This is an optimization exercise on Yosys and OpenROAD, whose aim is small area and few clock cycles per item, not a production implementation.
Where RTL was checked, it was by simulation tests only, not by an equivalence proof against the original.
Only the layout flow was run in runs 4, 6 and 7; the RTL was not checked for function there.
Power figures rest on the tool's default switching activity, not on a simulated workload.

### design/flow/design.v
`default_nettype none
package tobm_pkg;
  localparam int MAX_WIDTH  = 1024;
  localparam int COL_W      = $clog2(MAX_WIDTH);
  localparam int IWIDTH_W   = 11;
  localparam int LW         = (COL_W + 1 > IWIDTH_W) ? COL_W + 1 : IWIDTH_W;
  localparam int CH_W       = 8;
  localparam int SUM_W      = 10;
  localparam int THRESH_W   = 10;
  localparam int COLUMN_W   = 10;
  localparam int ROWS_W     = 2;
  localparam int CFG_IDX_W  = 2;
  localparam int CFG_DATA_W = 11;
  localparam logic [THRESH_W-1:0] THRESHOLD_RESET = THRESH_W'(300);
  localparam logic [IWIDTH_W-1:0] WIDTH_RESET     = IWIDTH_W'(650);
  localparam logic [ROWS_W-1:0]   ROWS_FULL       = ROWS_W'(2);
  typedef enum logic [CFG_IDX_W-1:0] {
    REG_SUM_THRESHOLD = CFG_IDX_W'(0),
    REG_IMAGE_WIDTH   = CFG_IDX_W'(1)
  } cfg_reg_t;
  typedef struct packed {
    logic fg;
    logic up;
  } line_bits_t;
  localparam int LINE_BITS_W = 2;   
  typedef struct packed {
    logic [COL_W-1:0] col;
    logic             first_col;
    logic             last_col;
    logic             rows_valid;
    logic             top;
    logic             center;
    logic             upper;
    logic             left;
    logic             right;
  } win_t;
endpackage
`default_nettype wire
`default_nettype none
module tobm_ram #(
  parameter int WIDTH = 3,
  parameter int M     = 4,
  parameter int NGRP  = 1
) (
  input  wire logic             clk,
  input  wire logic             shift,
  input  wire logic [WIDTH-1:0] din,
  output logic      [WIDTH-1:0] dout
);
  logic [WIDTH-1:0] sr [NGRP*M];
  logic [WIDTH-1:0] gin [NGRP];
  for (genvar g = 0; g < NGRP; g++) begin : g_grp
    if (g == 0) begin : g_first
      assign gin[g] = din;
    end else begin : g_next
      assign gin[g] = sr[g*M-1];
    end
    always_ff @(posedge clk) begin
      sr[g*M] <= shift ? gin[g] : sr[g*M+M-1];
      for (int i = 1; i < M; i++) begin
        sr[g*M+i] <= sr[g*M+i-1];
      end
    end
  end
  assign dout = sr[NGRP*M-1];
endmodule
`default_nettype wire
`default_nettype none
import tobm_pkg::*;
module tobm_cfg_regs (
  input  wire logic                    clk,
  input  wire logic                    rst_n,
  input  wire logic                    cfg_valid,
  output logic                         cfg_ready,
  input  wire logic [tobm_pkg::CFG_IDX_W-1:0]  cfg_index,
  input  wire logic [tobm_pkg::CFG_DATA_W-1:0] cfg_data,
  output logic [tobm_pkg::THRESH_W-1:0] sum_threshold,
  output logic [tobm_pkg::COL_W-1:0]    last_col
);
  logic [THRESH_W-1:0] thr_r;
  logic [COL_W-1:0]    wm1_r;
  logic [COL_W-1:0]    wm1_wr;
  assign cfg_ready = 1'b1;
  always_comb begin
    if (cfg_data == '0) begin
      wm1_wr = '0;
    end else if (cfg_data > CFG_DATA_W'(MAX_WIDTH)) begin
      wm1_wr = COL_W'(MAX_WIDTH - 1);
    end else begin
      wm1_wr = COL_W'(cfg_data - CFG_DATA_W'(1));
    end
  end
  always_ff @(posedge clk) begin
    if (!rst_n) begin
      thr_r <= THRESHOLD_RESET;
      wm1_r <= COL_W'(WIDTH_RESET - IWIDTH_W'(1));
    end else if (cfg_valid) begin
      if (cfg_index == REG_SUM_THRESHOLD) thr_r <= cfg_data[THRESH_W-1:0];
      if (cfg_index == REG_IMAGE_WIDTH)   wm1_r <= wm1_wr;
    end
  end
  assign sum_threshold = thr_r;
  assign last_col      = wm1_r;
endmodule
`default_nettype wire
`default_nettype none
import tobm_pkg::*;
module tobm_window #(
  parameter int M = 8
) (
  input  wire logic                       clk,
  input  wire logic                       rst_n,
  input  wire logic [tobm_pkg::COL_W-1:0] last_col,    
  input  wire logic                       adv,         
  input  wire logic [2:0]                 x_new,       
  output logic      [2:0]                 head,        
  output logic      [2:0]                 next         
);
  localparam int LAGMAX = M / 2;
  localparam int H      = LAGMAX + 2;
  localparam int LGM    = $clog2(M);
  localparam int LGL    = $clog2(LAGMAX + 1);
  localparam int NSEG = 9;                  
  logic [8:0]      half;                    
  logic            p_small;
  logic [8:0]      sel;                     
  logic            plain;
  logic            shift;
  logic            lagging;
  logic [LGM-1:0]  rot_r;
  logic [LGL-1:0]  lag_r;
  logic [2:0]      x_in;
  logic [2:0]      f0_r;
  logic [2:0]      node [NSEG+1];
  logic [2:0]      sout [NSEG];
  logic [2:0]      h_r [H];
  logic [2:0]      h_d [H];
  logic            h_en [H];
  assign half    = last_col[COL_W-1:1];
  assign p_small = (half < 9'(H));
  assign sel     = half - 9'(H);
  assign plain   = p_small || (sel[8:LGM] == '0);
  assign lagging = !plain && (lag_r != '0);
  assign shift = plain ? adv : ((rot_r == '0) && (lagging || adv));
  assign x_in  = lagging ? h_r[H-1] : x_new;
  always_ff @(posedge clk) begin
    if (!rst_n) begin
      rot_r <= '0;
      lag_r <= '0;
    end else begin
      if (!shift) begin
        rot_r <= rot_r + LGM'(1);
      end
      if (plain) begin
        lag_r <= '0;
      end else if (shift && !adv) begin
        lag_r <= lag_r - LGL'(1);
      end else if (!shift && adv) begin
        lag_r <= lag_r + LGL'(1);
      end
    end
  end
  always_ff @(posedge clk) begin
    if (shift) begin
      f0_r <= x_in;
    end
  end
  assign node[0] = f0_r;
  for (genvar k = 0; k < NSEG; k++) begin : g_seg
    if (k < LGM) begin : g_en
      logic [2:0] e_r [1 << k];
      always_ff @(posedge clk) begin
        if (shift) begin
          e_r[0] <= node[k];
          for (int i = 1; i < (1 << k); i++) begin
            e_r[i] <= e_r[i-1];
          end
        end
      end
      assign sout[k] = e_r[(1 << k) - 1];
    end else begin : g_rot
      tobm_ram #(
        .WIDTH (3),
        .M     (M),
        .NGRP  ((1 << k) / M)
      ) u_seg (
        .clk   (clk),
        .shift (shift),
        .din   (node[k]),
        .dout  (sout[k])
      );
    end
    assign node[k+1] = sel[k] ? sout[k] : node[k];
  end
  always_comb begin
    for (int i = 0; i < H; i++) begin
      h_en[i] = shift;
      if (p_small && (half == 9'(H - 1 - i))) begin
        h_d[i] = x_in;
      end else if (i == 0) begin
        h_d[i] = node[NSEG];
      end else begin
        h_d[i] = h_r[(i > 0) ? i - 1 : 0];
      end
      if (adv && lagging && shift && (i == H - int'(lag_r))) begin
        h_d[i] = x_new;
      end
      if (adv && !shift && !plain && (i == H - 1 - int'(lag_r))) begin
        h_d[i] = x_new;
        h_en[i] = 1'b1;
      end
    end
  end
  always_ff @(posedge clk) begin
    for (int i = 0; i < H; i++) begin
      if (h_en[i]) begin
        h_r[i] <= h_d[i];
      end
    end
  end
  always_comb begin
    head = h_r[H-1];
    next = h_r[H-2];
    for (int k = 1; k <= LAGMAX; k++) begin
      if (lagging && (lag_r == LGL'(k))) begin
        head = h_r[H-1-k];
        next = h_r[H-2-k];
      end
    end
  end
endmodule
`default_nettype wire
`default_nettype none
import tobm_pkg::*;
module threshold_outer_boundary_marker (
  input  wire logic clk,
  input  wire logic rst_n,
  input  wire logic                           in_valid,
  output logic                                in_ready,
  input  wire logic [tobm_pkg::CH_W-1:0]      in_red,
  input  wire logic [tobm_pkg::CH_W-1:0]      in_green,
  input  wire logic [tobm_pkg::CH_W-1:0]      in_blue,
  input  wire logic                           in_flush,
  output logic                                out_valid,
  input  wire logic                           out_ready,
  output logic                                out_edge,
  output logic [tobm_pkg::COLUMN_W-1:0]       out_column,
  output logic                                out_frame_end,
  input  wire logic                           cfg_valid,
  output logic                                cfg_ready,
  input  wire logic [tobm_pkg::CFG_IDX_W-1:0]  cfg_index,
  input  wire logic [tobm_pkg::CFG_DATA_W-1:0] cfg_data
);
  logic [THRESH_W-1:0] sum_threshold;
  logic [COL_W-1:0]    last_col;
  logic [SUM_W-1:0]    sum;
  logic                cur;
  logic                in_acc;
  logic                step;
  logic                produce;
  logic                adv;
  logic                edge_nxt;
  logic [COL_W-1:0]    cnt_r;
  logic [ROWS_W-1:0]   rows_r;
  logic                left_r;
  logic                pend_a_r;
  logic                pend_u_r;
  logic [2:0]          head;
  logic [2:0]          next;
  logic [2:0]          x_in;
  logic                odd;
  logic                cen_a;
  logic                cen_u;
  logic                right_fg;
  logic                new_u;
  logic                ea;
  logic                eu;
  logic                oa;
  logic                ou;
  logic                a0;
  logic                a1;
  logic                u0;
  logic                u1;
  logic                first;
  logic                last;
  logic                top;
  logic                rows_valid;
  logic                out_valid_r;
  logic                out_edge_r;
  tobm_cfg_regs u_cfg_regs (
    .clk           (clk),
    .rst_n         (rst_n),
    .cfg_valid     (cfg_valid),
    .cfg_ready     (cfg_ready),
    .cfg_index     (cfg_index),
    .cfg_data      (cfg_data),
    .sum_threshold (sum_threshold),
    .last_col      (last_col)
  );
  assign first      = (cnt_r == '0);
  assign last       = (cnt_r == last_col);
  assign odd        = cnt_r[0];
  assign rows_valid = (rows_r != '0);
  assign top        = (rows_r == ROWS_W'(1));
  assign in_ready = !out_valid_r || out_ready;
  assign in_acc   = in_valid && in_ready;
  assign step     = in_acc && !(in_flush && !rows_valid);
  assign produce  = step && rows_valid;
  assign adv      = step && (odd || last);
  assign sum = SUM_W'(in_red) + SUM_W'(in_green) + SUM_W'(in_blue);
  assign cur = !in_flush && (sum >= sum_threshold);
  tobm_window u_window (
    .clk      (clk),
    .rst_n    (rst_n),
    .last_col (last_col),
    .adv      (adv),
    .x_new    (x_in),
    .head     (head),
    .next     (next)
  );
  assign a0       = head[2] && head[1];
  assign a1       = head[2] && head[0];
  assign u0       = !head[2] && head[1];
  assign u1       = !head[2] && head[0];
  assign cen_a    = odd ? a1 : a0;
  assign cen_u    = odd ? u1 : u0;
  assign right_fg = odd ? (next[2] && next[1]) : a1;
  assign new_u = rows_valid && cen_a;
  always_comb begin
    if (odd) begin
      ea = pend_a_r;
      eu = pend_u_r;
      oa = cur;
      ou = new_u;
    end else begin
      ea = cur;
      eu = new_u;
      oa = 1'b0;
      ou = 1'b0;
    end
    if (ea || oa) begin
      x_in = {1'b1, ea, oa};
    end else begin
      x_in = {1'b0, eu, ou};
    end
  end
  always_comb begin
    if (cen_a) begin
      edge_nxt = top || in_flush || first || last;
    end else begin
      edge_nxt = cen_u || cur ||
                 (!first && left_r) || (!last && right_fg);
    end
  end
  always_ff @(posedge clk) begin
    if (!rst_n) begin
      cnt_r       <= '0;
      rows_r      <= '0;
      out_valid_r <= 1'b0;
    end else begin
      if (step) begin
        if (last) begin
          cnt_r <= '0;
          if (in_flush) begin
            rows_r <= '0;
          end else if (rows_r != ROWS_FULL) begin
            rows_r <= rows_r + ROWS_W'(1);
          end
        end else begin
          cnt_r <= cnt_r + COL_W'(1);
        end
      end
      if (produce) begin
        out_valid_r <= 1'b1;
      end else if (out_ready) begin
        out_valid_r <= 1'b0;
      end
    end
  end
  always_ff @(posedge clk) begin
    if (step) begin
      left_r   <= cen_a;
      pend_a_r <= cur;
      pend_u_r <= new_u;
    end
    if (produce) begin
      out_edge_r <= edge_nxt;
    end
  end
  assign out_valid     = out_valid_r;
  assign out_edge      = out_edge_r;
  assign out_column    = (cnt_r == '0) ? last_col : cnt_r - COL_W'(1);
  assign out_frame_end = !rows_valid;
endmodule
`default_nettype wire
### design/flow/constraint.sdc
create_clock -name core_clock -period 8.0 [get_ports {clk}]
set_input_delay 1.6000 -clock core_clock [delete_from_list [all_inputs] [get_ports {clk}]]
set_output_delay 1.6000 -clock core_clock [all_outputs]
set_load 0.01 [all_outputs]
### design/flow/config.mk
export PLATFORM = sky130hd
export DESIGN_NAME = threshold_outer_boundary_marker
export DESIGN_NICKNAME = threshold_outer_boundary_marker
export VERILOG_FILES = /design/flow/design.v
export SDC_FILE = /design/flow/constraint.sdc
export NUM_CORES = 4
export LEC_CHECK = 0
export ABC_AREA = 1
export CAP_MARGIN = 35
export CORE_MARGIN = 2
export CORE_UTILIZATION = 65
export CTS_BUF_LIST = sky130_fd_sc_hd__clkbuf_16
export CTS_CLUSTER_DIAMETER = 60
export CTS_CLUSTER_SIZE = 30
export PLACE_DENSITY = 0.8
export SLEW_MARGIN = 45
### design/flow/run.sh
#!/bin/bash
# synth_recipe.tcl (not shown) runs the flow's synth.tcl, then flattens the netlist and writes it again
# the make line also repeats each setting of config.mk as NAME=value (left out here)
make -C /OpenROAD-flow-scripts/flow DESIGN_CONFIG=/design/flow/config.mk WORK_HOME=/design/flow/orfs CLKGATE_MAP_FILE= SYNTH_SCRIPT=/design/flow/synth_recipe.tcl finish
==> results of run 1 <==
layer usage:
layer  share of wire [%]  global-route usage, %
met1                  49                  27.12
met2                  44                  29.45
met3                 4.3                  3.287
met4                 2.3                  6.129
met5                   0                      0
final cells by class:
cell class,instances,area [um^2]
inverters,156,593.1
clock inverters,18,251.5
well taps,773,967.2
fillers,3780,16880
flip-flops and latches,1597,32430
repair buffers,61,614.3
clock buffers,70,1752
multi-input cells,1072,5308
power by group through the flow:
stage	clock (mW)	combinational (mW)	sequential, mW
2_1_floorplan	0	1.06	10.5
3_3_place_gp	0	1.44	10.6
3_5_place_dp	0	1.47	10.7
4_1_cts	4.07	1.51	10.6
5_1_grt	4.35	1.69	10.7
6_report	3.98	1.49	10.5
flip-flops by register name, summed over array words and instances, names as in the netlist, 2 cells and up:
name,flops
u_window.g_seg.g_rot.u_seg.sr,1512
u_window.g_seg.g_en.e_r,21
u_window.rot_r,3
u_cfg_regs.thr_r,10
u_window.f0_r,3
cnt_r,10
u_window.h_r,18
u_window.lag_r,3
rows_r,2
u_cfg_regs.wm1_r,10
worst max-delay path, cell delays in order:
cell             delay (ns)
clkdlybuf4s50_1        0.45
inv_1                  0.05
fa_1                   0.47
inv_1                  0.07
ha_1                   0.17
inv_1                  0.06
fa_1                   0.40
o21ai_0                0.28
a21oi_1                0.11
o21ai_0                0.27
xnor2_1                0.17
inv_1                  0.06
ha_1                   0.29
nand2_1                0.07
nor2_1                 0.14
o211ai_1               0.10
and3_1                 0.17
o41ai_1                0.09
nand2_1                0.16
inv_1                  0.17
o21bai_1               0.13
nand2_1                0.09
inv_1                  0.13
o21ai_1                0.51
and2_0                 0.21
o21ai_0                0.07
o21ai_0                0.08
how the worst max path moves through the flow:
| stage | start | to | slack [ns] | cells after the start |
|---|---|---|---|---|
| detailed placement | in_red[1] | u_window.h_r[0][2] | 1.29 | 27 |
| finish | in_red[1] | u_window.h_r[0][2] | 1.92 | 27 |
| global route | in_red[1] | u_window.h_r[0][2] | 1.48 | 27 |
| floorplan | in_red[1] | u_window.h_r[0][2] | 2.50 | 25 |
| CTS | in_red[1] | u_window.h_r[0][2] | 1.96 | 27 |
| global placement | in_red[1] | u_window.h_r[0][2] | 1.38 | 27 |
cell families (layout without fill, tap and decap cells):
| group | count (synthesis) | in the layout | share of synthesized area (%) |
|---|---|---|---|
| compound gates | 224 | 224 | 3.148 |
| fa+ha+maj | 47 | 47 | 1.701 |
| other cells | 1 | 1 | 0.009728 |
| buf+inv | 209 | 305 | 2.126 |
| flops | 1597 | 1597 | 84.13 |
| xor+xnor | 23 | 23 | 0.5226 |
| simple gates | 776 | 776 | 8.332 |
| mux | 1 | 1 | 0.02597 |
cells in the mapped netlist (all sizes together):
master,n
xnor2,6
clkbuf,24
buf,29
nor3,12
xor2,17
mux2i,1
o21ai,117
o21a,2
o311ai,1
nor3b,3
a31oi,10
nand2,579
o211ai,9
o31ai,2
dfxtp,1551
o21bai,2
a2111oi,1
or2,7
o41ai,1
a211oi,6
nand4,17
and3,1
fa,9
ha,38
inv,156
conb,1
a21oi,68
a22oi,5
nor4,3
edfxtp,46
nor2,90
and2,2
nand3,62
per-stage QoR:
step,std cells,utilization [%]
finish,3747,71.29
global route,3747,71.29
detailed placement,3659,67.88
CTS,3747,71.28
floorplan,2878,-
global placement,3659,67.87
==> impl_metrics.tcl, run 1 <==
set metrics [dict create \
    combPwrFrac_pct 9.3 \
    grt_pass1_vias 18345 \
    die_width_um 247.5 \
    max_freq_ghz 0.1646 \
    slew_headroom_pct 51.33 \
    holdBufCountCts 0 \
    whs_path_depth 0 \
    worst_setup_path_start_kind "input port" \
    clock_skew_ns 0.03463 \
    postCtsSetupRepairBufs 0 \
    hold_viol 0 \
    via_count 18034 \
    drt-pass1-iter-count 5 \
    final_common_cell "dfxtp_1" \
    cts_root_buf "clkbuf_16" \
    antenna_found_initial 0 \
    synth_top_cell_by_area "dfxtp_1" \
    hpwl_um 32940 \
    power_frac_seq_pct 65.9 \
    grt_first_pass_wirelength_um 93260 \
    rsz0062_at_grt "false" \
    gp_congestion 0.8468 \
    ctsResizeCount 0 \
    drt_iter0_markers 1173 \
    cts_tree "done" \
    finalMaxSlewViolations 0 \
    arrival_ns 6.56 \
    grt-ovfl-total 0 \
    min_period_ns 6.075 \
    n_antenna_cell 0 \
    drc 0 \
    nNetsFinal 3045 \
    detail-route-antenna-nets 0 \
    p_int_mw 12.08 \
    synth_top_area_share_pct 80.55 \
    numPortBuffers 56 \
    outcome "finished clean" \
    setup_viol 0 \
    holdCritStartpoint "u_window.g_seg[7].g_rot.u_seg.sr[60][1]" \
    fp-row-count 89 \
    clock_sinks 1597 \
    syn_to_final_growth_pct 8.741 \
    ir_drop_v 0.0002744 \
    initial_utilization_pct 65.56 \
    synth_cell_type_count 51 \
    p_total_mw 16.02 \
    placed_cell_area_um2 39910 \
    setup_ws_ns 1.925 \
    clk_latency_ns 0.64 \
    critPathRequiredTime_ns 8.48 \
    final_area_um2 41920 \
    yosysWarnings 37 \
    reg2reg_to "u_window.g_seg[7].g_rot.u_seg.sr[96][2]" \
    rr_worst_depth 14 \
    cts_buffer_depth 3 \
    min_period_over_period_pct 75.94 \
    power_switching_mw 3.939 \
    holdPathEnd "u_window.g_seg[7].g_rot.u_seg.sr[61][1]" \
    die_h_um 247.5 \
    die_area_um2 61270 \
    cap_violations 0 \
    pre_cts_ws_ns 1.293 \
    worstMarginPinSlew_ns 0.7277 \
    clk_pin_slew_worst_paths_ns 0.10 \
    syn_inst 2878 \
    syn_area_um2 38550 \
    worst_setup_path_end_kind "register" \
    pwr-share-clk_pct 24.9 \
    htree_num_levels 3 \
    hold_ws_ns 0.3127 \
    gr-usage-all-layers_pct 18.89 \
    wirelength_um 56460 \
    p_per_area_nw_per_um2 382.1 \
    grt_max_degree 136 \
    p_leak_nw 17.73 \
    vias_per_cell 4.813 \
    ios 58 \
    cts_buffers 67 \
    ys_ff_latch 1597 \
    drive_gt1_share_pct 4.237 \
    ys_seq_area_share_pct 84.13 \
    r2r_slack_ns 3.82 \
    reg2reg_from "u_cfg_regs.wm1_r[2]" \
    final_cell_mix "1551 x dfxtp_1, 574 x nand2_1, 153 x inv_1" \
    coreArea_um2 58800 \
    synth_area_leaders "dfxtp_1 81%, nand2_1 5.6%, edfxtp_1 3.6%, o21ai_0 1.5%, inv_1 1.5%" \
    syn_avg_cell_area_um2 13.39 \
    wl_per_cell_um 15.07 \
    swShare_pct 24.59 \
    syn_nets 2968 \
    cp_max_fo 7 \
    tns_ns 0 \
    worstSetupPathType "input port to register" \
    hp-class "register to register" \
]
Testbench counts, summed over its fixed seeds: cycles 70,032, pixels 70,024.
==> run 2, diff against run 1 <==
==> design/flow/flow/run.sh (new file) <==
#!/bin/bash
# The standard layout (the standard.sh: ORFS synthesis to finish, same
# settings), except that the port buffers are the smallest buffer cell,
# buf_1, instead of the cell ORFS picks. Every port still gets its buffer.
set -euo pipefail
bash standard.sh 'BUFFER_PORTS_ARGS=-buffer_cell sky130_fd_sc_hd__buf_1' finish > standard.log 2>&1
==> design/flow/standard.sh (new file) <==
#!/bin/bash
# synth_recipe.tcl (not shown) runs the flow's synth.tcl, then flattens the netlist and writes it again
# the make line also repeats each setting of config.mk as NAME=value (left out here)
make -C /OpenROAD-flow-scripts/flow DESIGN_CONFIG=/design/flow/config.mk WORK_HOME=/design/flow/orfs CLKGATE_MAP_FILE= SYNTH_SCRIPT=/design/flow/synth_recipe.tcl "${@:-finish}"
--- a/design/flow/config.mk
+++ b/design/flow/config.mk
@@ -7,3 +7,2 @@
 export LEC_CHECK = 0
-export ABC_AREA = 1
 export CAP_MARGIN = 35
@@ -11,5 +10,5 @@
 export CORE_UTILIZATION = 65
-export CTS_BUF_LIST = sky130_fd_sc_hd__clkbuf_16
-export CTS_CLUSTER_DIAMETER = 60
-export CTS_CLUSTER_SIZE = 30
+export CTS_BUF_LIST = sky130_fd_sc_hd__clkbuf_8
+export CTS_CLUSTER_DIAMETER = 50
+export CTS_CLUSTER_SIZE = 16
 export PLACE_DENSITY = 0.8
removed: design/flow/run.sh
==> run 2 against run 1 <==
Still clean on timing, DRC and antenna. Sequential share of layout area rose by 0.57 points. Combinational power fell by 18%. Synthesized cell count fell by 2.3%. Final cell count fell by 1.1%. Cell area fell by 0.73%. Flip-flop and latch count did not move. Worst hold slack got worse by 0.011 ns. Register-to-register slack got worse by 0.47 ns. First-iteration DRC count fell by 25%. Wire length rose by 1.5%. Non-clock buffer count rose by 3. Largest cell class unchanged.
==> impl_metrics.tcl, run 2 <==
set metrics [dict create \
    wirelength_um 57310 \
    cts_root_buf "clkbuf_8" \
    cap_violations 0 \
    synth_edf_count 46 \
    pwr-share-clk_pct 26.7 \
    synth_top_cell_by_area "dfxtp_1" \
    p_per_area_nw_per_um2 334.7 \
    cts_buffer_depth 3 \
    htree_num_levels 3 \
    reg2reg_to "u_window.rot_r[2]" \
    die_area_um2 61750 \
    synth_common_cells "1551 x dfxtp_1, 599 x nand2_1, 60 x nor2_1, 54 x clkbuf_1, 48 x inv_1" \
    crit_family "compound AO/OA/AOI/OAI gates" \
    holdPathEnd "u_window.g_seg[8].g_rot.u_seg.sr[74][2]" \
    setup_ws_ns 3.189 \
    hold_viol 0 \
    ir_drop_v 0.0002444 \
    cts_tree "done" \
    synth_area_leaders "dfxtp_1 80%, nand2_1 5.8%, edfxtp_1 3.6%, ha_1 1.2%, nor2_1 0.58%" \
    synth_compound_area_share_pct 3.220 \
    r2r_slack_ns 3.35 \
    syn_inst 2812 \
    ys_async_sr_fraction_pct 0 \
    holdCritStartpoint "u_window.g_seg[8].g_rot.u_seg.sr[73][2]" \
    syn_avg_cell_area_um2 13.82 \
    outcome "finished clean" \
    coreArea_um2 59020 \
    critPathBufInv 5 \
    whs_path_depth 0 \
    synth_top_family_by_area "simple AND/OR/NAND/NOR gates" \
    grt-ovfl-total 0 \
    top_regs "u_window.g_seg.g_rot.u_seg.sr (1512), u_window.g_seg.g_en.e_r (21), u_window.h_r (18)" \
    ys_seq_area_share_pct 83.47 \
    max_freq_ghz 0.2079 \
    synth.most_common_cell "dfxtp_1" \
    detail-route-antenna-nets 0 \
    cp_common_cell "inv_1" \
    slowest_stage "fa_1" \
    ios 58 \
    yosysWarnings 37 \
    numPortBuffers 56 \
    grt_pass1_vias 19137 \
    worst_setup_path_start_kind "input port" \
    arrival_ns 5.32 \
    final_cell_mix "1551 x dfxtp_1, 599 x nand2_1, 117 x clkbuf_8" \
    placed_cell_area_um2 39740 \
    power_frac_seq_pct 64.6 \
    worst_setup_path_end_kind "register" \
    clk_latency_ns 0.77 \
    antenna_found_initial 1 \
    worstMarginPinSlew_ns 0.7519 \
    worstSetupPathType "input port to register" \
    initial_utilization_pct 65.83 \
    final_area_um2 41610 \
    swShare_pct 24.95 \
    wl_per_cell_um 15.46 \
    p_leak_nw 17.27 \
    tns_ns 0 \
    synth_fa_ha_area_share_pct 1.687 \
    setup_viol 0 \
    grt_max_degree 125 \
    nNetsFinal 2997 \
    ctsResizeCount 0 \
    grt_first_pass_wirelength_um 96230 \
    p_int_mw 10.45 \
    gp_congestion 0.8438 \
    clk_pin_slew_worst_paths_ns 0.09 \
    rr_worst_depth 10 \
    hold_ws_ns 0.3016 \
    hpwl_um 33320 \
    yosys.area_share.simple_pct 8.344 \
    synth_top_area_share_pct 79.91 \
    slew_headroom_pct 49.46 \
    synth_cell_type_count 84 \
    largest_register "u_window.g_seg.g_rot.u_seg.sr" \
    syn_to_final_growth_pct 7.088 \
    drt-pass1-iter-count 5 \
    final_util_pct 70.50 \
    min_period_ns 4.811 \
    max_stage_delay_ns 0.46 \
    clock_skew_ns 0.03848 \
    drt_iter0_markers 879 \
    crit_chain "buf_1 > inv_1 > fa_1 > inv_1 > ha_1 > inv_1 > fa_1 > inv_1 > a21oi_1 > o21ai_0 > a21oi_1 > o21bai_1 > xor2_1 > ha_1 > o21a_1 > o21ai_0 > o21ai_0 > a32o_1 > mux2_1" \
    pre_cts_ws_ns 2.441 \
    drive_gt1_share_pct 6.173 \
    via_count 18039 \
    gr-usage-all-layers_pct 18.96 \
    die_width_um 248.5 \
    synth_ff_type "dfxtp_1" \
    combPwrFrac_pct 8.7 \
    largest_reg_flops 1512 \
    cts_buffers 114 \
    ys_ff_latch 1597 \
    syn_nets 2902 \
    hp-class "register to register" \
    power_switching_mw 3.475 \
    postCtsSetupRepairBufs 0 \
    die_h_um 248.5 \
    holdBufCountCts 0 \
    synthMuxAreaShare_pct 0.8759 \
    fp-row-count 89 \
    min_period_over_period_pct 60.14 \
    syn_area_um2 38850 \
    clock_sinks 1597 \
    synth_xor_area_share_pct 0.9693 \
    vias_per_cell 4.868 \
    finalMaxSlewViolations 0 \
    drc 0 \
    final_common_cell "dfxtp_1" \
    reg2reg_from "u_cfg_regs.wm1_r[3]" \
    rsz0062_at_grt "false" \
    critPathRequiredTime_ns 8.51 \
    cp_max_fo 7 \
]
## run 2: layout make-up
| type | instances | area [um^2] |
|---|---|---|
| Antenna cell | 1 | 2.502 |
| Timing Repair Buffer | 64 | 281.5 |
| Sequential cell | 1597 | 32430 |
| Fill cell | 3793 | 17410 |
| Clock buffer | 116 | 1597 |
| Multi-Input combinational cell | 1080 | 5876 |
| Inverter | 50 | 200.2 |
| Clock inverter | 25 | 254.0 |
| Tap cell | 773 | 967.2 |
## run 2: logic make-up after synthesis
| group | Yosys count |
|---|---|
| DFF | 1597 |
| buffers and inverters | 135 |
| xor gates and xnor gates | 43 |
| adders and majority gates | 47 |
| muxes | 31 |
| and+or+nand+nor | 774 |
| AOI/OAI and AO/OA | 184 |
| other | 1 |
## run 2: metrics by stage
stage / power (mW) / cells
2_1_floorplan: 9.952 / 2812
3_3_place_gp: 10.32 / 3564
3_5_place_dp: 10.38 / 3564
4_1_cts: 14.04 / 3705
5_1_grt: 14.53 / 3706
6_report: 13.93 / 3706
## run 2: power groups by stage
stage / sequential (mW) / clock, mW / combinational, mW
floorplan: 9.05 / 0 / 0.899
global placement: 9.14 / 0 / 1.18
detailed placement: 9.17 / 0 / 1.21
CTS: 9.00 / 3.82 / 1.22
global route: 9.06 / 4.11 / 1.36
finish: 8.99 / 3.72 / 1.22
## run 2: layer usage
metal / global-route usage, % / vias to the layer above / part of all wire, %
li1: - / 9059 / -
met1: 25.86 / 8634 / 48
met2: 30.67 / 257 / 46
met3: 3.329 / 89 / 3.5
met4: 6.980 / 0 / 2.2
met5: 0 / - / 0
## run 2: worst max path at each step
stage               cells past startpoint            endpoint  slack [ns]         from
detailed placement                     19  u_window.h_r[1][0]        2.44    in_red[1]
floorplan                              18  u_window.h_r[1][0]        2.93    in_red[1]
finish                                 19  u_window.h_r[1][0]        3.19    in_red[1]
global route                           19  u_window.h_r[1][0]        2.81  in_green[1]
CTS                                     7       out_column[1]        3.21     cnt_r[0]
global placement                       19  u_window.h_r[1][0]        2.48    in_red[1]
==> run 3, diff against run 2 <==
--- a/design/flow/config.mk
+++ b/design/flow/config.mk
@@ -7,2 +7,3 @@
 export LEC_CHECK = 0
+export ABC_AREA = 1
 export CAP_MARGIN = 35
==> run 3 against run 2 <==
Non-clock buffer count down 3. Global-route usage increased by 0.099 points. Clock-buffer cell count rose by 1. Wire length fell by 1.3%. Utilization hardly changed. Die area is 0.78% lower. Area after synthesis shrank 0.79%. Flip-flop and latch count unchanged. Critical endpoint is now u_window.h_r[0][2].
==> impl_metrics.tcl, run 3 <==
set metrics [dict create \
    initial_utilization_pct 65.56 \
    cts_buffers 115 \
    ys_ff_latch 1597 \
    grt_first_pass_wirelength_um 94050 \
    cp_max_fo 7 \
    cts_buffer_depth 3 \
    max_freq_ghz 0.1789 \
    die_width_um 247.5 \
    wirelength_um 56580 \
    ys_async_sr_fraction_pct 0 \
    worstMarginPinSlew_ns 0.7180 \
    worst_setup_path_end_kind "register" \
    cap_violations 0 \
    largest_register "u_window.g_seg.g_rot.u_seg.sr" \
    critPathRequiredTime_ns 8.59 \
    drc 0 \
    min_period_ns 5.590 \
    arrival_ns 6.18 \
    detail-route-antenna-nets 0 \
    synth_common_cells "1551 x dfxtp_1, 574 x nand2_1, 150 x inv_1, 113 x o21ai_0, 84 x nor2_1" \
    synth_top_cell_by_area "dfxtp_1" \
    tns_ns 0 \
    cts_root_buf "clkbuf_8" \
    syn_nets 2968 \
    nNetsFinal 3093 \
    grt-ovfl-total 0 \
    postCtsSetupRepairBufs 0 \
    setup_viol 0 \
    antenna_found_initial 2 \
    syn_area_um2 38550 \
    syn_avg_cell_area_um2 13.39 \
    clk_pin_slew_worst_paths_ns 0.10 \
    numPortBuffers 56 \
    grt_max_degree 113 \
    wl_per_cell_um 14.89 \
    top_regs "u_window.g_seg.g_rot.u_seg.sr (1512), u_window.g_seg.g_en.e_r (21), u_window.h_r (18)" \
    synth_top_area_share_pct 80.55 \
    fp-row-count 89 \
    final_cell_mix "1551 x dfxtp_1, 574 x nand2_1, 157 x inv_1" \
    ctsResizeCount 0 \
    finalMaxSlewViolations 0 \
    die_area_um2 61270 \
    holdBufCountCts 0 \
    p_total_mw 15.74 \
    synth.most_common_cell "dfxtp_1" \
    rsz0062_at_grt "false" \
    htree_num_levels 3 \
    ir_drop_v 0.0002620 \
    synth_ff_type "dfxtp_1" \
    drive_gt1_share_pct 5.783 \
    synth_edf_count 46 \
    largest_reg_flops 1512 \
    clock_sinks 1597 \
    syn_to_final_growth_pct 7.472 \
    hp-class "register to register" \
    die_h_um 247.5 \
    hpwl_um 33640 \
    clock_skew_ns 0.04029 \
    clk_latency_ns 0.74 \
    synth_cell_type_count 51 \
    worst_setup_path_start_kind "input port" \
    via_count 18413 \
    cts_tree "done" \
    placed_cell_area_um2 39600 \
    gr-usage-all-layers_pct 19.06 \
    ys_seq_area_share_pct 84.13 \
    coreArea_um2 58800 \
    synth_area_leaders "dfxtp_1 81%, nand2_1 5.6%, edfxtp_1 3.6%, o21ai_0 1.5%, inv_1 1.5%" \
    vias_per_cell 4.844 \
    outcome "finished clean" \
    slew_headroom_pct 52.13 \
    ios 58 \
    final_area_um2 41430 \
    final_common_cell "dfxtp_1" \
    p_leak_nw 17.57 \
    drt_iter0_markers 1294 \
    worstSetupPathType "input port to register" \
    gp_congestion 0.8507 \
    syn_inst 2878 \
    drt-pass1-iter-count 5 \
    hold_viol 0 \
    grt_pass1_vias 18932 \
    p_per_area_nw_per_um2 380.1 \
    yosysWarnings 37 \
    min_period_over_period_pct 69.88 \
]
==> run 3: layout make-up <==
| class | count | area, um^2 |
|---|---|---|
| antenna | 2 | 5.005 |
| clock buffer | 117 | 1610 |
| clock inverter | 23 | 209.0 |
| fill | 3808 | 17370 |
| inverter | 156 | 595.6 |
| multi-input combinational | 1072 | 5308 |
| sequential | 1597 | 32430 |
| tap | 773 | 967.2 |
| timing repair buffer | 61 | 301.5 |
==> run 3: worst paths after layout <==
path / startpoint / to / slack (ns) / cells past startpoint
setup / recovery: in_red[1] / u_window.h_r[0][2] / 2.41 / 27
hold reg to reg: u_window.g_seg[8].g_rot.u_seg.sr[77][0] / u_window.g_seg[8].g_rot.u_seg.sr[78][0] / 0.30 / 0
hold / removal: u_window.g_seg[8].g_rot.u_seg.sr[77][0] / u_window.g_seg[8].g_rot.u_seg.sr[78][0] / 0.30 / 0
setup reg to reg: u_cfg_regs.wm1_r[2] / u_window.h_r[2][2] / 3.70 / 20
==> run 3: kinds of logic after synthesis <==
group	after synthesis	share of synthesized area, %
multiplexers	1	0.02597
XOR/XNOR	23	0.5226
flip-flops	1597	84.13
AO/OA/AOI/OAI	224	3.148
other	1	0.009728
buffers and inverters	209	2.126
adder cells (fa/ha/maj)	47	1.701
AND/OR/NAND/NOR	776	8.332
==> run 3: through the flow <==
stage	utilization (%)	hold WS (ns)	setup slack (ns)	cells
after global placement	67.25	0.3099	1.871	3657
after detailed placement	67.35	0.3121	1.768	3659
after floorplan	-	0.3096	2.499	2878
final	70.46	0.3026	2.410	3801
after CTS	70.44	0.2991	2.533	3799
after global routing	70.46	0.3114	2.046	3801
==> run 3: power breakdown <==
| group | total [mW] | internal, mW | switching (mW) |
|---|---|---|---|
| sequential | 10.5 | 9.99 | 0.554 |
| clock | 3.68 | 1.38 | 2.29 |
| combinational | 1.52 | 0.429 | 1.09 |
| total | 15.7 | 11.8 | 3.94 |
==> run 3: worst max-delay path, stage by stage <==
cell	delay, ns
buf_1	0.07
inv_1	0.05
fa_1	0.47
inv_1	0.07
ha_1	0.17
inv_1	0.06
fa_1	0.39
o21ai_0	0.28
a21oi_1	0.10
o21ai_0	0.28
xnor2_1	0.16
inv_1	0.06
ha_1	0.29
nand2_1	0.08
nor2_1	0.15
o211ai_1	0.10
and3_1	0.17
o41ai_1	0.07
nand2_1	0.13
inv_1	0.14
nand2_1	0.12
nand2_1	0.10
inv_1	0.13
o21ai_1	0.56
and2_0	0.22
o21ai_0	0.09
o21ai_0	0.08
==> run 3: metal layers <==
metal | up-vias | wire length [um] | global-route usage, % | share of wire [%]
li1 | 9202 | - | - | -
met4 | 0 | 1430 | 7.503 | 2.5
met5 | - | 0 | 0 | 0
met2 | 426 | 24830 | 29.42 | 44
met1 | 8667 | 27380 | 26.90 | 48
met3 | 118 | 2943 | 3.644 | 5.2
==> run 4, diff against run 3 <==
--- a/design/flow/design.v
+++ b/design/flow/design.v
@@ -108,3 +108,3 @@
 module tobm_window #(
-  parameter int M = 8
+  parameter int M = 16
 ) (
==> run 4 against run 3 <==
Global-route usage is 2.4 points higher. First-iteration DRC count decreased by 8.5%. Die area rose by 1.4%. Critical path depth decreased by 5. Power up 2.9%. Worst setup slack better by 0.14 ns.
==> impl_metrics.tcl, run 4 <==
set metrics [dict create \
    die_width_um 249.3 \
    grt_pass1_vias 19319 \
    synth_edf_count 82 \
    die_area_um2 62150 \
    clk_latency_ns 0.77 \
    synth_cell_type_count 55 \
    final_cell_mix "1529 x dfxtp_1, 369 x nand2_1, 180 x inv_1" \
    holdBufCountCts 0 \
    pwr-share-clk_pct 23.6 \
    final_util_pct 71.11 \
    syn_area_um2 39110 \
    die_h_um 249.3 \
    reg2reg_from "u_cfg_regs.wm1_r[2]" \
    postCtsSetupRepairBufs 0 \
    top_regs "u_window.g_seg.g_rot.u_seg.sr (1488), u_window.g_seg.g_en.e_r (45), u_window.h_r (30)" \
    final_common_cell "dfxtp_1" \
    p_int_mw 11.96 \
    nNetsFinal 3018 \
    instances_no_fill 3734 \
    hp-class "register to register" \
    clk_pin_slew_worst_paths_ns 0.09 \
    min_period_ns 5.451 \
    swShare_pct 26.16 \
    rsz0062_at_grt "false" \
    yosysWarnings 36 \
    synth_common_cells "1529 x dfxtp_1, 369 x nand2_1, 170 x inv_1, 128 x nor2_1, 93 x o21ai_0" \
    worstMarginPinSlew_ns 0.7699 \
    grt_max_degree 85 \
    gr-usage-all-layers_pct 21.51 \
    wirelength_um 65040 \
    cap_violations 0 \
    syn_to_final_growth_pct 7.703 \
    coreArea_um2 59240 \
    outcome "finished clean" \
    synth_ff_type "dfxtp_1" \
    clock_skew_ns 0.04824 \
    holdCritStartpoint "u_window.g_seg[7].g_rot.u_seg.sr[113][2]" \
    drc 0 \
    cts_tree "done" \
    hold_viol 0 \
    slowest_stage "o21ai_0" \
    p_leak_nw 17.43 \
    gp_congestion 0.9010 \
    crit_chain "buf_1 > fa_1 > ha_1 > inv_1 > fa_1 > o21ai_0 > a21oi_1 > o21ai_0 > xnor2_1 > inv_1 > ha_1 > inv_1 > o21bai_1 > a21oi_1 > o21bai_1 > nand2_1 > o21ai_0 > inv_1 > o21ai_0 > buf_4 > a21oi_1 > a22oi_1" \
    initial_utilization_pct 66.02 \
    power_frac_seq_pct 66.0 \
    largest_register "u_window.g_seg.g_rot.u_seg.sr" \
    ir_drop_v 0.0002578 \
    drive_gt1_share_pct 7.872 \
    synth.most_common_cell "dfxtp_1" \
    r2r_slack_ns 3.68 \
    cts_buffer_depth 3 \
    dp_cells 3582 \
    arrival_ns 6.01 \
    cts_root_buf "clkbuf_8" \
    cts_buffers 117 \
    clock_sinks 1611 \
    ys_ff_latch 1611 \
    grt_first_pass_wirelength_um 105000 \
    numPortBuffers 56 \
    setup_viol 0 \
    critPathBufInv 6 \
    power_switching_mw 4.238 \
    worst_setup_path_end_kind "register" \
    vias_per_cell 4.908 \
    hold_ws_ns 0.3141 \
    crit_family "compound AO/OA/AOI/OAI gates" \
    antenna_found_initial 2 \
    hpwl_um 38480 \
    worstSetupPathType "input port to register" \
    syn_nets 2877 \
    combPwrFrac_pct 10.4 \
    ys_seq_area_share_pct 84.56 \
    synth_top_area_share_pct 78.26 \
    wl_per_cell_um 17.42 \
    largest_reg_flops 1488 \
    p_per_area_nw_per_um2 384.5 \
    fp-row-count 89 \
    grt-ovfl-total 0 \
    finalMaxSlewViolations 0 \
    ys_async_sr_fraction_pct 0 \
    synth_top_cell_by_area "dfxtp_1" \
    via_count 18328 \
    ios 58 \
    syn_avg_cell_area_um2 14.03 \
    ctsResizeCount 0 \
    setup_ws_ns 2.549 \
    worst_setup_path_start_kind "input port" \
    synth_area_leaders "dfxtp_1 78%, edfxtp_1 6.3%, nand2_1 3.5%, inv_1 1.6%, nor2_1 1.2%" \
    syn_inst 2788 \
    slew_headroom_pct 48.13 \
    drt_iter0_markers 1184 \
    detail-route-antenna-nets 0 \
    min_period_over_period_pct 68.13 \
    htree_num_levels 3 \
    pre_cts_ws_ns 1.847 \
    cp_max_fo 11 \
    tns_ns 0 \
    max_freq_ghz 0.1835 \
    critPathRequiredTime_ns 8.56 \
    drt-pass1-iter-count 5 \
    startpoint "in_red[1]" \
    max_stage_delay_ns 0.55 \
]
-- run 4: stage by stage --
stage	total power, mW	cell area, um^2
finish	16.20	42130
global route	16.92	42130
CTS	16.33	42100
detailed placement	12.47	40170
global placement	12.31	40150
floorplan	11.69	39110
-- run 4: cells by family after synthesis --
group                      synth area share (%)
adders and majority gates                 1.644
other                                  0.009588
buffers and inverters                     2.223
and+or+nand+nor                           7.354
muxes                                    0.2239
xor gates and xnor gates                 0.5150
AOI/OAI and AO/OA                         3.474
DFF                                       84.56
-- run 4: per-layer routing --
| metal | global-route usage [%] | part of all wire (%) | vias to the layer above |
|---|---|---|---|
| met5 | 0 | 0 | - |
| met4 | 7.831 | 2.5 | 0 |
| met3 | 3.553 | 4.0 | 115 |
| met2 | 35.33 | 47 | 345 |
| met1 | 29.13 | 46 | 8846 |
| li1 | - | - | 9022 |
-- run 4: final cells by class --
| class | instances | area (um^2) |
|---|---|---|
| Multi-Input combinational cell | 956 | 5199 |
| Fill cell | 3645 | 17120 |
| Clock inverter | 31 | 289.0 |
| Clock buffer | 119 | 1638 |
| Sequential cell | 1611 | 33070 |
| Antenna cell | 1 | 2.502 |
| Timing Repair Buffer | 63 | 277.8 |
| Tap cell | 773 | 967.2 |
| Inverter | 180 | 680.7 |
-- run 4: final timing paths --
kind	end	depth (start not counted)
min	u_window.g_seg[7].g_rot.u_seg.sr[114][2]	0
max	u_window.h_r[3][2]	22
max reg2reg	u_window.h_r[5][0]	18
min reg2reg	u_window.g_seg[7].g_rot.u_seg.sr[114][2]	0
-- run 4: worst register-to-register path: cells and delay by family (launching register included) --
| family | cells | cell delay (ns) |
|---|---|---|
| AO/OA/AOI/OAI | 2 | 0.94 |
| adder cells (fa/ha/maj) | 2 | 0.45 |
| buffers and inverters | 5 | 0.70 |
| flip-flops | 1 | 0.67 |
| AND/OR/NAND/NOR | 9 | 1.20 |
-- run 4: power groups by stage --
stage / sequential, mW / clock (mW) / combinational (mW)
final: 10.7 / 3.82 / 1.69
after floorplan: 10.5 / 0 / 1.15
after global placement: 10.7 / 0 / 1.59
after detailed placement: 10.8 / 0 / 1.65
after CTS: 10.7 / 3.93 / 1.68
after global routing: 10.8 / 4.21 / 1.87
==> run 5, diff against run 4 <==
--- a/design/flow/design.v
+++ b/design/flow/design.v
@@ -108,3 +108,3 @@
 module tobm_window #(
-  parameter int M = 16
+  parameter int M = 8
 ) (
@@ -132,3 +132,2 @@
   logic [2:0]      x_in;
-  logic [2:0]      f0_r;
   logic [2:0]      node [NSEG+1];
@@ -140,3 +139,3 @@
   assign p_small = (half < 9'(H));
-  assign sel     = half - 9'(H);
+  assign sel     = half - 9'(H - 1);
   assign plain   = p_small || (sel[8:LGM] == '0);
@@ -162,8 +161,3 @@
   end
-  always_ff @(posedge clk) begin
-    if (shift) begin
-      f0_r <= x_in;
-    end
-  end
-  assign node[0] = f0_r;
+  assign node[0] = x_in;
   for (genvar k = 0; k < NSEG; k++) begin : g_seg
==> run 5 against run 4 <==
Via count shrank 0.71%. Final cell count up 2.0%. Critical path depth grew 17. First-iteration DRC count down 9.5%. Clock-buffer cell count down 1. Cell area fell by 1.2%. Register-to-register slack got worse by 0.06 ns. Critical path type unchanged. Largest cell class unchanged. Largest power group unchanged. Highest routed layer unchanged.
==> impl_metrics.tcl, run 5 <==
set metrics [dict create \
    die_h_um 247.8 \
    tns_ns 0 \
    final_util_pct 70.67 \
    drt-pass1-iter-count 5 \
    via_count 18197 \
    syn_area_um2 38630 \
    outcome "finished clean" \
    cts_buffers 115 \
    vias_per_cell 4.780 \
    p_per_area_nw_per_um2 379.8 \
    placed_cell_area_um2 39680 \
    crit_family "compound AO/OA/AOI/OAI gates" \
    whs_path_depth 0 \
    synth_area_leaders "dfxtp_1 80%, nand2_1 5.4%, edfxtp_1 3.3%, inv_1 1.5%, ha_1 1.3%" \
    gr-usage-all-layers_pct 19.68 \
    syn_to_final_growth_pct 7.754 \
    final_area_um2 41630 \
    hold_viol 0 \
    largest_reg_flops 1512 \
    syn_nets 2972 \
    cap_violations 0 \
    synth_top_cell_by_area "dfxtp_1" \
    fp-row-count 89 \
    numPortBuffers 56 \
    synth_cell_type_count 55 \
    die_width_um 247.8 \
    arrival_ns 6.92 \
    synth_ff_type "dfxtp_1" \
    antenna_found_initial 2 \
    detail-route-antenna-nets 0 \
    cp_common_cell "nand2_1" \
    postCtsSetupRepairBufs 0 \
    rsz0062_at_grt "false" \
    min_period_over_period_pct 80.32 \
    ctsResizeCount 0 \
    gp_congestion 0.8705 \
    fillers 3792 \
    ys_async_sr_fraction_pct 0 \
    slowest_stage "fa_1" \
    worstSetupPathType "input port to register" \
    top_regs "u_window.g_seg.g_rot.u_seg.sr (1512), u_window.g_seg.g_en.e_r (21), u_window.h_r (18)" \
    drc 0 \
    cts_buffer_depth 3 \
    rr_worst_depth 29 \
    final_cell_mix "1551 x dfxtp_1, 558 x nand2_1, 166 x inv_1" \
    grt_pass1_vias 18964 \
    cts_root_buf "clkbuf_8" \
    ys_ff_latch 1594 \
    die_area_um2 61400 \
    synth.most_common_cell "dfxtp_1" \
    hp-class "register to register" \
    clk_pin_slew_worst_paths_ns 0.09 \
    max_stage_delay_ns 0.46 \
    critPathBufInv 7 \
    syn_avg_cell_area_um2 13.42 \
    ios 58 \
    coreArea_um2 58910 \
    holdBufCountCts 0 \
    clk_latency_ns 0.74 \
    worstMarginPinSlew_ns 0.7901 \
    grt_first_pass_wirelength_um 96100 \
    setup_viol 0 \
    htree_num_levels 3 \
    min_period_ns 6.426 \
    clock_sinks 1594 \
    synth_edf_count 43 \
    final_common_cell "dfxtp_1" \
    yosysWarnings 37 \
    grt-ovfl-total 0 \
    drive_gt1_share_pct 7.155 \
    hpwl_um 35050 \
    wl_per_cell_um 15.42 \
    worst_setup_path_end_kind "register" \
    synth_common_cells "1551 x dfxtp_1, 558 x nand2_1, 159 x inv_1, 101 x o21ai_0, 82 x nor2_1" \
    cp_max_fo 7 \
    largest_register "u_window.g_seg.g_rot.u_seg.sr" \
    cp_num_cells 39 \
    p_leak_nw 17.65 \
    nNetsFinal 3099 \
    worst_setup_path_start_kind "input port" \
    cts_tree "done" \
    max_freq_ghz 0.1556 \
    clock_skew_ns 0.03737 \
    synth_top_area_share_pct 80.37 \
    wirelength_um 58700 \
    grt_max_degree 115 \
    critPathRequiredTime_ns 8.49 \
    drt_iter0_markers 1071 \
    ir_drop_v 0.0002191 \
    ys_seq_area_share_pct 83.72 \
    initial_utilization_pct 65.58 \
    slew_headroom_pct 47.32 \
    finalMaxSlewViolations 0 \
    syn_inst 2879 \
]
## run 5: cell types whose count changed after synthesis, moves of 11 or more
| cell | before | now |
|---|---|---|
| nor2_1 | 128 | 82 |
| clkbuf_1 | 26 | 43 |
| nand2_1 | 369 | 558 |
| inv_1 | 170 | 159 |
| edfxtp_1 | 82 | 43 |
| or2_2 | 4 | 15 |
| dfxtp_1 | 1529 | 1551 |
| a21oi_1 | 92 | 59 |
## run 5: worst paths after layout
kind,start,endpoint,slack (ns)
min reg2reg,u_window.g_seg[8].g_rot.u_seg.sr[126][2],u_window.g_seg[8].g_rot.u_seg.sr[127][2],0.31
min,u_window.g_seg[8].g_rot.u_seg.sr[126][2],u_window.g_seg[8].g_rot.u_seg.sr[127][2],0.31
max reg2reg,u_cfg_regs.wm1_r[1],u_window.h_r[0][1],3.62
max,in_red[1],u_window.h_r[0][2],1.57
## run 5: cell families (layout without fill, tap and decap cells)
group	after synthesis	count (layout)	synth area share [%]
compound gates	225	225	3.294
xor+xnor	25	25	0.5668
fa+ha+maj	50	50	1.794
buf+inv	218	372	2.180
flops	1594	1594	83.72
other cells	1	2	0.009707
simple gates	766	766	8.440
## run 5: cell type report
type	instances	area, um^2	share of cell area (%)
clock buffers	118	1624	3.901
flip-flops and latches	1594	32340	77.69
clock inverters	26	304.0	0.7304
multi-input cells	1067	5480	13.17
well taps	773	967.2	2.323
repair buffers	62	277.8	0.6673
diodes	1	2.502	0.006011
inverters	166	630.6	1.515
## run 5: power by group
part           switching, mW  internal (mW)  total, mW  leakage (nW)
registers              0.580           9.92       10.5          13.1
logic                   1.09          0.421       1.51          3.52
clock network           2.31           1.50       3.81          1.01
total                   3.98           11.8       15.8          17.7
## run 5: metrics by stage
stage / instances / hold slack [ns] / setup slack (ns) / power, mW
2_1_floorplan: 2879 / 0.3096 / 1.804 / 11.43
3_3_place_gp: 3660 / 0.3097 / 0.9918 / 12.01
3_5_place_dp: 3662 / 0.3121 / 0.9000 / 12.16
4_1_cts: 3806 / 0.2993 / 1.696 / 15.96
5_1_grt: 3807 / 0.3181 / 1.069 / 16.58
6_report: 3807 / 0.3090 / 1.574 / 15.81
## run 5: worst reg2reg max path, delay by kind of cell (launching register included)
family	cells	cell delay, ns
simple gates	23	2.51
flops	1	0.67
buf+inv	3	0.54
fa+ha+maj	1	0.28
compound gates	2	0.24
## run 5: per-layer routing
metal	track usage, %	routed length (um)
met1	26.93	28290
met2	31.61	26710
met3	3.947	2205
met4	6.675	1483
met5	0	0
Testbench counts of run 5, summed over its fixed seeds: cycles 70,032, pixels 70,024.
==> run 6, diff against run 5 <==
--- a/design/flow/design.v
+++ b/design/flow/design.v
@@ -46,2 +46,3 @@
   input  wire logic             shift,
+  input  wire logic             shift_n,    
   input  wire logic [WIDTH-1:0] din,
@@ -58,3 +59,3 @@
     always_ff @(posedge clk) begin
-      sr[g*M] <= shift ? gin[g] : sr[g*M+M-1];
+      sr[g*M] <= (gin[g] & {WIDTH{shift}}) | (sr[g*M+M-1] & {WIDTH{shift_n}});
       for (int i = 1; i < M; i++) begin
@@ -182,2 +183,3 @@
         .shift (shift),
+        .shift_n (!shift),
         .din   (node[k]),
--- a/design/flow/config.mk
+++ b/design/flow/config.mk
@@ -7,3 +7,2 @@
 export LEC_CHECK = 0
-export ABC_AREA = 1
 export CAP_MARGIN = 35
@@ -16 +15,3 @@
 export SLEW_MARGIN = 45
+export SYNTH_HIERARCHICAL = 1
+export SYNTH_MINIMUM_KEEP_SIZE = 0
==> run 6 against run 5 <==
Still clean. Critical endpoint is now u_window.g_seg[5].g_rot.u_seg.sr[0][1]. Sequential share of layout area grew 0.61 points. Synthesized cell count decreased by 14%. Clock power shrank 4%. Largest cell class unchanged. Critical path depth decreased by 17. Wire length is 1.7% lower. Die area about the same. Maximum frequency grew 6.4%. Worst hold slack improved by 0.0037 ns.
==> impl_metrics.tcl, run 6 <==
set metrics [dict create \
    die_h_um 247.9 \
    ctsResizeCount 0 \
    outcome "finished clean" \
    drc 0 \
    htree_num_levels 3 \
    drt_iter0_markers 853 \
    critPathRequiredTime_ns 8.69 \
    slowest_stage "fa_1" \
    fillers 3664 \
    grt_first_pass_wirelength_um 94110 \
    grt_pass1_vias 17866 \
    min_period_over_period_pct 75.51 \
    arrival_ns 6.73 \
    crit_chain "buf_1 > inv_1 > fa_1 > inv_1 > ha_1 > inv_1 > fa_1 > nor2b_1 > o21ai_0 > a21boi_0 > o31ai_1 > a21boi_0 > ha_1 > nand4_1 > o41a_1 > a21oi_1 > a2bb2oi_2 > nand3_1 > a31oi_1 > a21oi_1 > o211ai_1 > a22o_1" \
    ios 58 \
    ir_drop_v 0.0008085 \
    final_common_cell "dfxtp_1" \
    cts_buffer_depth 3 \
    postCtsSetupRepairBufs 0 \
    wirelength_um 57670 \
    finalMaxSlewViolations 0 \
    grt_max_degree 155 \
    clk_pin_slew_worst_paths_ns 0.10 \
    antenna_found_initial 1 \
    fp-row-count 89 \
    gr-usage-all-layers_pct 19.34 \
    yosysWarnings 43 \
    clock_sinks 1594 \
    holdBufCountCts 0 \
    syn_to_final_growth_pct 6.821 \
    placed_cell_area_um2 39460 \
    worstMarginPinSlew_ns 0.7081 \
    p_leak_nw 16.65 \
    cts_root_buf "clkbuf_8" \
    die_area_um2 61450 \
    largest_reg_flops 1512 \
    hold_ws_ns 0.3127 \
    coreArea_um2 58910 \
    drive_gt1_share_pct 7.460 \
    hpwl_um 33040 \
    vias_per_cell 5.058 \
    startpoint "in_red[1]" \
    grt-ovfl-total 0 \
    min_period_ns 6.040 \
    holdCritStartpoint "u_window.g_seg[8].g_rot.u_seg.sr[26][2]" \
    syn_inst 2471 \
    top_regs "u_window.g_seg.g_rot.u_seg.sr (1512), u_window.g_seg.g_en.e_r (21), u_window.h_r (18)" \
    crit_family "compound AO/OA/AOI/OAI gates" \
    detail-route-antenna-nets 0 \
    clock_skew_ns 0.03004 \
    syn_nets 2564 \
    via_count 17138 \
    cts_tree "done" \
    max_stage_delay_ns 0.46 \
    final_cell_mix "1551 x dfxtp_1, 183 x a22o_1, 115 x clkbuf_8" \
    final_util_pct 70.12 \
    worstSetupPathType "input port to register" \
    max_freq_ghz 0.1656 \
    tns_ns 0 \
    syn_area_um2 38670 \
    cts_buffers 113 \
    initial_utilization_pct 65.64 \
    drt-pass1-iter-count 5 \
    gp_congestion 0.8359 \
    setup_viol 0 \
    wl_per_cell_um 17.02 \
    cap_violations 0 \
    critPathBufInv 4 \
    rsz0062_at_grt "false" \
    p_total_mw 15.16 \
    nNetsFinal 2682 \
    die_width_um 247.9 \
    worst_setup_path_end_kind "register" \
    reg2reg_from "u_cfg_regs.wm1_r[1]" \
    final_area_um2 41300 \
    cp_common_cell "inv_1" \
    syn_avg_cell_area_um2 15.65 \
    hold_viol 0 \
    slew_headroom_pct 52.79 \
    numPortBuffers 56 \
    cp_max_fo 7 \
    clk_latency_ns 0.74 \
    worst_setup_path_start_kind "input port" \
    hp-class "register to register" \
    largest_register "u_window.g_seg.g_rot.u_seg.sr" \
    p_per_area_nw_per_um2 367.1 \
]
-- run 6: path summary, 6_finish.rpt --
check             slack, ns                                      end  cells past startpoint
setup / recovery       1.96   u_window.g_seg[5].g_rot.u_seg.sr[0][1]                     22
hold / removal         0.31  u_window.g_seg[8].g_rot.u_seg.sr[27][2]                      0
setup reg to reg       2.61   u_window.g_seg[5].g_rot.u_seg.sr[0][1]                     18
hold reg to reg        0.31  u_window.g_seg[8].g_rot.u_seg.sr[27][2]                      0
-- run 6: report_power, final --
part           switching, mW  internal, mW
logic                   1.31         0.576
registers              0.418          9.22
clock network           2.28          1.36
total                   4.01          11.2
-- run 6: area by class of cell --
cell class,instances,area (um^2),area share [%]
Timing Repair Buffer,63,295.3,0.7149
Clock buffer,115,1583,3.832
Clock inverter,25,217.7,0.5271
Antenna cell,1,2.502,0.006058
Tap cell,773,967.2,2.342
Sequential cell,1594,32340,78.30
Inverter,64,247.7,0.5998
Multi-Input combinational cell,753,5650,13.68
-- run 6: per-stage QoR --
step	std cells	setup WS, ns
3_5_place_dp	3246	0.9210
5_1_grt	3388	1.619
6_report	3388	1.960
3_3_place_gp	3246	1.289
2_1_floorplan	2471	2.249
4_1_cts	3386	1.727
-- run 6: per-layer routing --
layer | global-route usage [%] | wire length [um] | vias up
met5 | 0 | 0 | -
met4 | 5.741 | 1209 | 0
met3 | 3.849 | 2085 | 101
met2 | 31.14 | 26640 | 259
met1 | 26.73 | 27740 | 8329
li1 | - | - | 8449
==> run 7, diff against run 6 <==
--- a/design/flow/config.mk
+++ b/design/flow/config.mk
@@ -7,2 +7,3 @@
 export LEC_CHECK = 0
+export ABC_AREA = 1
 export CAP_MARGIN = 35
==> run 7 against run 6 <==
Still clean. Flip-flop and latch count unchanged. Sequential power fell by 8.5%. Cell area increased by 1.8%. Maximum frequency is 8.8% higher. Sequential share of layout area decreased by 1.4 points. Wire length grew 3.7%. Clock skew up 0.019 ns. Critical path depth grew 10. First-iteration DRC count rose by 14%. Synthesized cell count increased by 22%. Critical path type unchanged. Critical endpoint is now u_window.h_r[0][2]. Largest cell class unchanged.
==> impl_metrics.tcl, run 7 <==
set metrics [dict create \
    min_period_over_period_pct 69.38 \
    syn_nets 3107 \
    cp_max_fo 6 \
    die_h_um 249.6 \
    grt_max_degree 149 \
    tns_ns 0 \
    outcome "finished clean" \
    p_leak_nw 17.97 \
    numPortBuffers 56 \
    coreArea_um2 60020 \
    setup_viol 0 \
    syn_inst 3014 \
    nNetsFinal 3241 \
    cts_buffer_depth 3 \
    yosysWarnings 43 \
    detail-route-antenna-nets 0 \
    postCtsSetupRepairBufs 0 \
    rsz0062_at_grt "false" \
    syn_to_final_growth_pct 7.224 \
    p_per_area_nw_per_um2 326.1 \
    antenna_found_initial 1 \
    worstMarginPinSlew_ns 0.7854 \
    finalMaxSlewViolations 0 \
    wl_per_cell_um 15.09 \
    worst_setup_path_end_kind "register" \
    slew_headroom_pct 47.64 \
    grt_first_pass_wirelength_um 100100 \
    hpwl_um 36020 \
    clock_skew_ns 0.04943 \
    placed_cell_area_um2 40120 \
    syn_avg_cell_area_um2 13.01 \
    htree_num_levels 3 \
    hp-class "register to register" \
    final_common_cell "dfxtp_1" \
    clk_pin_slew_worst_paths_ns 0.09 \
    drc 0 \
    min_period_ns 5.551 \
    ir_drop_v 0.0003456 \
    ios 58 \
    initial_utilization_pct 65.33 \
    cp_common_cell "nand3_1" \
    largest_register "u_window.g_seg.g_rot.u_seg.sr" \
    drive_gt1_share_pct 7.491 \
    syn_area_um2 39210 \
    die_area_um2 62310 \
    clock_sinks 1594 \
    fp-row-count 90 \
    grt-ovfl-total 0 \
    drt-pass1-iter-count 7 \
    cts_buffers 115 \
    die_width_um 249.6 \
    cap_violations 0 \
    via_count 18999 \
    vias_per_cell 4.797 \
    final_area_um2 42040 \
    crit_family "simple AND/OR/NAND/NOR gates" \
    max_freq_ghz 0.1802 \
    ctsResizeCount 0 \
    wirelength_um 59790 \
    gp_congestion 0.8648 \
    worst_setup_path_start_kind "input port" \
    critPathRequiredTime_ns 8.51 \
    cts_root_buf "clkbuf_8" \
    holdBufCountCts 0 \
    drt_iter0_markers 972 \
    clk_latency_ns 0.78 \
    top_regs "u_window.g_seg.g_rot.u_seg.sr (1512), u_window.g_seg.g_en.e_r (21), u_window.h_r (18)" \
    hold_viol 0 \
    cts_tree "done" \
    grt_pass1_vias 19815 \
    arrival_ns 6.06 \
    max_stage_delay_ns 0.46 \
    slowest_stage "fa_1" \
    largest_reg_flops 1512 \
    critPathBufInv 6 \
    final_cell_mix "1551 x dfxtp_1, 777 x nand2_1, 137 x inv_1" \
    gr-usage-all-layers_pct 19.82 \
    worstSetupPathType "input port to register" \
]
==> run 7: routing by layer <==
| layer | GRT usage, % | vias to the layer above | wire length [um] |
|---|---|---|---|
| met4 | 5.955 | 0 | 1213 |
| met1 | 28.08 | 8992 | 29200 |
| met3 | 3.713 | 106 | 2305 |
| met5 | 0 | - | 0 |
| li1 | - | 9572 | - |
| met2 | 31.37 | 329 | 27070 |
==> run 7: power breakdown <==
part	total (mW)	switching [mW]	leakage, nW	internal [mW]
logic	1.14	0.834	4.04	0.304
clock network	3.75	2.33	1.01	1.42
registers	8.82	0.211	12.9	8.61
total	13.7	3.38	18.0	10.3
==> run 7: final cells by class <==
cell class              count  area [um^2]
fillers                  3931        17980
clock inverters            28        287.8
multi-input cells        1230         5991
well taps                 782        978.4
clock buffers             118         1624
repair buffers             60        256.5
flip-flops and latches   1594        32340
diodes                      2        5.005
inverters                 147        560.5
==> run 7: worst paths after layout <==
kind,startpoint,endpoint,slack (ns),cells after the start
max,in_red[1],u_window.h_r[0][2],2.45,32
max reg2reg,u_cfg_regs.wm1_r[1],u_window.h_r[0][0],2.59,33
min,u_window.g_seg[8].g_rot.u_seg.sr[86][2],u_window.g_seg[8].g_rot.u_seg.sr[87][2],0.31,0
min reg2reg,u_window.g_seg[8].g_rot.u_seg.sr[86][2],u_window.g_seg[8].g_rot.u_seg.sr[87][2],0.31,0
==> run 7: metrics by stage <==
stage	setup WS, ns	power [mW]	hold WS, ns	instances	util, %
2_1_floorplan	2.663	9.816	0.3096	3014	-
6_report	2.449	13.71	0.3088	3961	70.05
4_1_cts	2.561	13.83	0.2998	3959	70.03
5_1_grt	2.002	14.29	0.3223	3961	70.05
3_3_place_gp	1.856	10.11	0.3099	3813	66.83
3_5_place_dp	1.755	10.15	0.3121	3813	66.85

[static timing again, ports no longer ideal]
Ports are ideal in the flow. The routed layouts listed here were re-timed in OpenROAD. Step 1 (the two cells are an assumption about what drives the block):
set clk [get_ports {clk}]
set_driving_cell -lib_cell sky130_fd_sc_hd__clkbuf_16 $clk
set_driving_cell -lib_cell sky130_fd_sc_hd__buf_2 [delete_from_list [all_inputs] $clk]
Step 2 also shifts input and output timing later by t, the mid clock arrival at the registers, as if the neighbouring blocks saw the same clock. a / b / c = ideal ports / drivers / drivers and shift; a / b = the first two.
| run | t (ns) | slack for setup (ns) | worst setup path after step 2 | cell pins on the clock port's net |
|---|---|---|---|---|
| run 1 | 0.682 | 1.925 / 1.955 / 1.273 | input to register | 1 |
| run 2 | 0.804 | 3.189 / 3.209 / 2.418 | input to register | 1 |
| run 3 | 0.784 | 2.410 / 2.447 / 1.663 | input to register | 1 |
| run 4 | 0.806 | 2.549 / 2.582 / 1.776 | input to register | 1 |
| run 5 | 0.778 | 1.574 / 1.595 / 0.817 | input to register | 1 |
| run 6 | 0.784 | 1.960 / 1.989 / 1.205 | input to register | 1 |
| run 7 | 0.804 | 2.449 / 2.479 / 1.674 | input to register | 1 |
After both steps setup and hold are still met in every run listed. The setup slack of run 7, which loses most, moves by +0.030 ns with the drivers and by -0.775 ns with both steps.
